Background: an optimization exercise with open tools, aiming at a short achievable clock period and few clock cycles per item. Do not read the settings as production practice. RTL that was checked went through simulation tests only; none was proved equivalent to the original. Power and IR drop assume default switching activity.

Design bsr_scheduler, start of the top module:
module bsr_scheduler
#(
    parameter int BLOCK_DIM = 8   
) (
    input  wire logic        clk_gated,
    input  wire logic        rst_n,
    input  wire logic        start,
    input  wire logic [15:0] cfg_num_block_rows,
    output logic             meta_rd_en,
    output bsr_format_pkg::meta_req_t meta_req,
    input  wire logic [31:0] meta_rd_data,
    input  wire logic        meta_rd_valid,
    output logic             block_rd_en,
    output logic [31:0]      block_rd_addr,
    input  wire logic [7:0]  block_rd_data,
    output logic             systolic_valid,
    output logic [8*BLOCK_DIM*BLOCK_DIM-1:0] systolic_block,
    output bsr_sched_pkg::block_pos_t systolic_pos,
    input  wire logic        systolic_ready,
    input  wire logic        systolic_done,
    output logic             busy,
    output logic             done,
    output logic [31:0]      blocks_processed
);
==> flow/config.mk <==
export PLATFORM = sky130hd
export DESIGN_NAME = bsr_scheduler
export DESIGN_NICKNAME = bsr_scheduler
export VERILOG_FILES = /design/flow/design.v
export SDC_FILE = /design/flow/constraint.sdc
export NUM_CORES = 4
export LEC_CHECK = 0
export CAP_MARGIN = 20
export CORE_MARGIN = 2
export CORE_UTILIZATION = 40
export CTS_CLUSTER_DIAMETER = 100
export CTS_CLUSTER_SIZE = 25
export PLACE_DENSITY = 0.6
export SETUP_SLACK_MARGIN = 2.2
export SLEW_MARGIN = 20
==> flow/constraint.sdc <==
create_clock -name core_clock -period 4.0 [get_ports {clk_gated}]
set_input_delay 0.8000 -clock core_clock [delete_from_list [all_inputs] [get_ports {clk_gated}]]
set_output_delay 0.8000 -clock core_clock [all_outputs]
set_load 0.01 [all_outputs]
run.sh (not shown) runs the stock make flow with config.mk's settings and CLKGATE_MAP_FILE= SYNTH_SCRIPT=/design/flow/synth_recipe.tcl, a recipe that flattens the netlist after the stock synthesis.
Rerun with:
- PLACE_DENSITY: 0.6 -> 0.45
Wire length is higher by 15%.
Setup slack is better by 0.020 ns.
Clock power went up by about 0.9%.
Non-clock buffer count increases by 11.
Core utilization came out higher by 1.1 points.
Total power grows by 1.1%.
Critical path depth does not change.
Final cell count stays flat.
Rerun with:
- CTS_CLUSTER_DIAMETER: 100 -> unset
- CTS_CLUSTER_SIZE: 25 -> unset
- PLACE_DENSITY: 0.45 -> 0.6
What happened:
- The new run ran to the end with no violations
- combinational power drops by about 7%
- critical path depth is unchanged
- flip-flop and latch count does not change
- via count climbs by 1.1%
- cell area climbs by 2.3%
- setup slack gets worse by 0.027 ns
- non-clock buffer count drops by 8
- clock power climbs by 65%
- register-to-register slack is about the same
- power climbs by 17%
- count of clock-buffer cells in the layout climbs by 58
No run of this note included a check of the RTL's function; only the layout flow was run.

---

bsr_scheduler, a different RTL version from the one above (not shown whole).
For scale: ~1800 cells after synthesis, ~1300 flip-flops, roughly 690 I/O pins, about 42000 µm² of cells after synthesis.
clock: 4.0 ns
lec_check: 0
cap_margin: 20
core_margin: 2
core_utilization: 40
place_density: 0.6
slew_margin: 20
Testbench counts at the start, summed over its fixed seeds: cycles 56,367, items 858.
Rerun with:
SETUP_SLACK_MARGIN = 1.6   (was default)
The changed run finished with timing, DRC and antenna clean.
Setup slack gains 0.42 ns.
Wire length went up slightly.
Count of clock-buffer cells in the layout does not change.
Area after synthesis is unchanged.
Power barely changes.
Clock power hardly moves.
Final area fell slightly.
Flip-flop and latch count stays the same.
Rerun with:
SETUP_SLACK_MARGIN = 2.2   (was 1.6)
Outcome: The new run ran to the end with no violations. Final area grows by about 1%. Flip-flop and latch count stays the same. Routed wire length came out higher by 11%. Global-route usage goes up by 1.2 points. Clock-buffer cell count does not change. Worst setup slack gains 0.15 ns.

---

== willow ==
bsr_scheduler, a different RTL version from the one above (not shown whole).
For scale: roughly 1700 cells after synthesis, roughly 690 I/O pins.
==> flow/design.v (excerpt) <==
module bsr_scheduler
#(
    parameter int BLOCK_DIM = 8   
) (
    input  wire logic        clk_gated,
    input  wire logic        rst_n,
    input  wire logic        start,
    input  wire logic [15:0] cfg_num_block_rows,
    output logic             meta_rd_en,
    output bsr_format_pkg::meta_req_t meta_req,
    input  wire logic [31:0] meta_rd_data,
    input  wire logic        meta_rd_valid,
    output logic             block_rd_en,
    output logic [31:0]      block_rd_addr,
    input  wire logic [7:0]  block_rd_data,
    output logic             systolic_valid,
    output logic [8*BLOCK_DIM*BLOCK_DIM-1:0] systolic_block,
    output bsr_sched_pkg::block_pos_t systolic_pos,
    input  wire logic        systolic_ready,
    input  wire logic        systolic_done,
    output logic             busy,
    output logic             done,
    output logic [31:0]      blocks_processed
);
    localparam int NBYTES = BLOCK_DIM * BLOCK_DIM;
    localparam int CNT_W  = $clog2(NBYTES);
    localparam logic [CNT_W-1:0] KLAST = CNT_W'(NBYTES - 1);
    localparam int MS_RP0  = 0;   
    localparam int MS_RP   = 1;   
    localparam int MS_CHKA = 2;   
    localparam int MS_CHK  = 3;   
    localparam int MS_COL  = 4;   
    localparam int MS_NROW = 5;   
    localparam int MS_END  = 6;   
    localparam int MS_N    = 7;
    logic            run_start;   
    logic            hand;        
    logic [MS_N-1:0] ms;
  ...
Settings: LEC_CHECK=0, CAP_MARGIN=20, CORE_MARGIN=2, CORE_UTILIZATION=30, CTS_CLUSTER_DIAMETER=100, CTS_CLUSTER_SIZE=25, PLACE_DENSITY=0.5, SETUP_SLACK_MARGIN=2.2, SLEW_MARGIN=20; clock period 4.0 ns.
standard.sh (not shown) runs the stock make flow with config.mk's settings and CLKGATE_MAP_FILE= SYNTH_SCRIPT=/design/flow/synth_recipe.tcl, a recipe that flattens the netlist after the stock synthesis.
==> flow/flow/run.sh <==
#!/bin/bash
# Standard layout, except that after global placement each output port's buffer and
# the register feeding it are moved next to the port's pin; detailed placement then
# legalizes them with everything else. Each step's output goes to its own log here.
set -euo pipefail
res=orfs/results/${FLOW_PLATFORM}/bsr_scheduler/base
bash standard.sh 3_3_place_gp > run_place_gp.log 2>&1
printf 'read_db %s/3_3_place_gp.odb\nsource flow/pull.tcl\nwrite_db %s/3_3_place_gp.odb\n' "$res" "$res" > pull_run.tcl
openroad -no_init -exit pull_run.tcl > run_pull.log 2>&1
bash standard.sh finish > run_finish.log 2>&1
==> flow/flow/pull.tcl <==
# Pull each output port's buffer and the register feeding it next to the port's pin.
set block [ord::get_db_block]
set core [$block getCoreArea]
set cx0 [$core xMin]; set cy0 [$core yMin]; set cx1 [$core xMax]; set cy1 [$core yMax]
set dbu [[$block getTech] getDbUnitsPerMicron]
proc clampto {v lo hi} { expr {$v < $lo ? $lo : ($v > $hi ? $hi : $v)} }
set moved 0
foreach bt [$block getBTerms] {
  if {[$bt getIoType] ne "OUTPUT"} continue
  set net [$bt getNet]
  if {$net eq "NULL"} continue
  set drv ""
  foreach it [$net getITerms] { if {[$it isOutputSignal]} { set drv [$it getInst] } }
  if {$drv eq ""} continue
  set bb [$bt getBBox]
  set px [expr {([$bb xMin] + [$bb xMax]) / 2}]
  set py [expr {([$bb yMin] + [$bb yMax]) / 2}]
  # direction into the core
  set dx 0; set dy 0
  if {$px <= $cx0} {set dx 1} elseif {$px >= $cx1} {set dx -1} elseif {$py <= $cy0} {set dy 1} else {set dy -1}
  set chain [list $drv]
  # the register (or gate) feeding the buffer
  foreach it [$drv getITerms] {
    if {[$it isInputSignal] && [$it getNet] ne "NULL"} {
      set n2 [$it getNet]
      set nd 0; set d2 ""
      foreach it2 [$n2 getITerms] { if {[$it2 isOutputSignal]} { set d2 [$it2 getInst] } }
      if {$d2 ne "" && [string match "*df*" [[$d2 getMaster] getName]]} { lappend chain $d2 }
    }
  }
  set k 0
  foreach inst $chain {
    set m [$inst getMaster]
    set w [$m getWidth]; set h [$m getHeight]
    set off [expr {int((2 + 8*$k) * $dbu)}]
    set x [expr {$px + $dx*$off - $w/2}]
    set y [expr {$py + $dy*$off - $h/2}]
    set x [clampto $x $cx0 [expr {$cx1 - $w}]]
    set y [clampto $y $cy0 [expr {$cy1 - $h}]]
    $inst setLocation $x $y
    $inst setPlacementStatus PLACED
    incr k; incr moved
  }
}
puts "pull: moved $moved instances"
willow was carried through to the last stage, and its layout satisfied the timing, DRC and antenna checks.
The following lists how xenon was set up differently from willow:
- CORE_UTILIZATION: 30 -> 40
- PLACE_DENSITY: 0.5 -> 0.6
==> flow/run.sh (new file) <==
#!/bin/bash
# synth_recipe.tcl (not shown) runs the flow's synth.tcl, then flattens the netlist and writes it again
# the make line also repeats each setting of config.mk as NAME=value (left out here)
make -C /OpenROAD-flow-scripts/flow DESIGN_CONFIG=/design/flow/config.mk WORK_HOME=/design/flow/orfs CLKGATE_MAP_FILE= SYNTH_SCRIPT=/design/flow/synth_recipe.tcl finish
removed: flow/flow/run.sh
removed: flow/flow/pull.tcl
removed: flow/standard.sh
## What came out
- xenon against willow: proportion of power drawn by combinational gates +0.7 points; tightest hold margin increased 69 ps; clock latency on the worst-skew pair lower; overall routed net length has increased.
- The startpoint of the worst setup timing path comes out systolic_ready in one run and systolic_block[8] in the other, namely in willow and xenon respectively.
--- input diff xenon..cedar ---
- CORE_UTILIZATION: 40 -> 30
- PLACE_DENSITY: 0.6 -> 0.5
--- outcome ---
- Sort xenon and cedar by global-route usage, descending, and xenon comes first.
- Non-filler instance count after layout (cedar vs. xenon) increases by a little under 10%
- xenon ended up with edfxtp_1 as its cell type of the slowest stage on the worst timing path; cedar ended up with or4_4.
- systolic_block[8] as the critical path startpoint was reported by xenon, and systolic_ready by cedar.
- Taking xenon as the reference point, the routed length on met3 of cedar rises by 28%.
- cedar ends up with a power share of the combinational group that is 1.3 points lower than in xenon.
- Measured against cedar, the site row count of xenon comes out at 0.862 times the reference value.
- | initial core utilization | higher: xenon |
- Between cedar and xenon, it is cedar whose minimum clock period after layout is lower, by 63 ps.
No run of this note included a check of the RTL's function; only the layout flow was run.

-- afterwards: timing with drivers on the ports --
The flow's constraints put no driver on any port. The routed layouts listed below were extracted and timed again, unchanged, in two steps.
Step 1 assumes that a clkbuf_16 drives the clock port and a buf_2 every other input.
Step 2 also shifts input and output timing later by t, the mid clock arrival at the registers, as if the neighbouring blocks saw the same clock.
Slacks: ideal / step 1 / step 2; pairs: ideal / step 1.
run | shift t [ns] | setup WS [ns] | worst hold slack (ns) | worst setup path after step 2
the first run of note 1 | 0.647 | 1.927 / 1.870 / 1.493 | 0.284 / 0.249 / 0.425 | input to register
the second run of note 1 | 0.639 | 1.947 / 1.883 / 1.476 | 0.334 / 0.294 / 0.423 | input to register
the third run of note 1 | 0.672 | 1.920 / 1.859 / 1.445 | 0.288 / 0.249 / 0.416 | input to register
the first run of note 2 | 0.780 | 1.276 / 1.268 / 1.233 | 0.348 / 0.348 / 0.348 | input to register
the second run of note 2 | 0.786 | 1.694 / 1.630 / 1.237 | 0.348 / 0.348 / 0.348 | input to register
the third run of note 2 | 0.785 | 1.839 / 1.775 / 1.454 | 0.348 / 0.348 / 0.348 | input to register
willow | 0.692 | 1.894 / 1.889 / 1.197 | 0.184 / 0.146 / 0.383 | input to register
xenon | 0.649 | 1.802 / 1.739 / 1.183 | 0.253 / 0.213 / 0.404 | input to register
cedar | 0.687 | 1.865 / 1.862 / 1.175 | 0.281 / 0.241 / 0.383 | input to register
After both steps every run listed still meets setup and hold. The setup slack of willow, which loses most, moves by -0.005 ns with the drivers and by -0.697 ns with both steps.
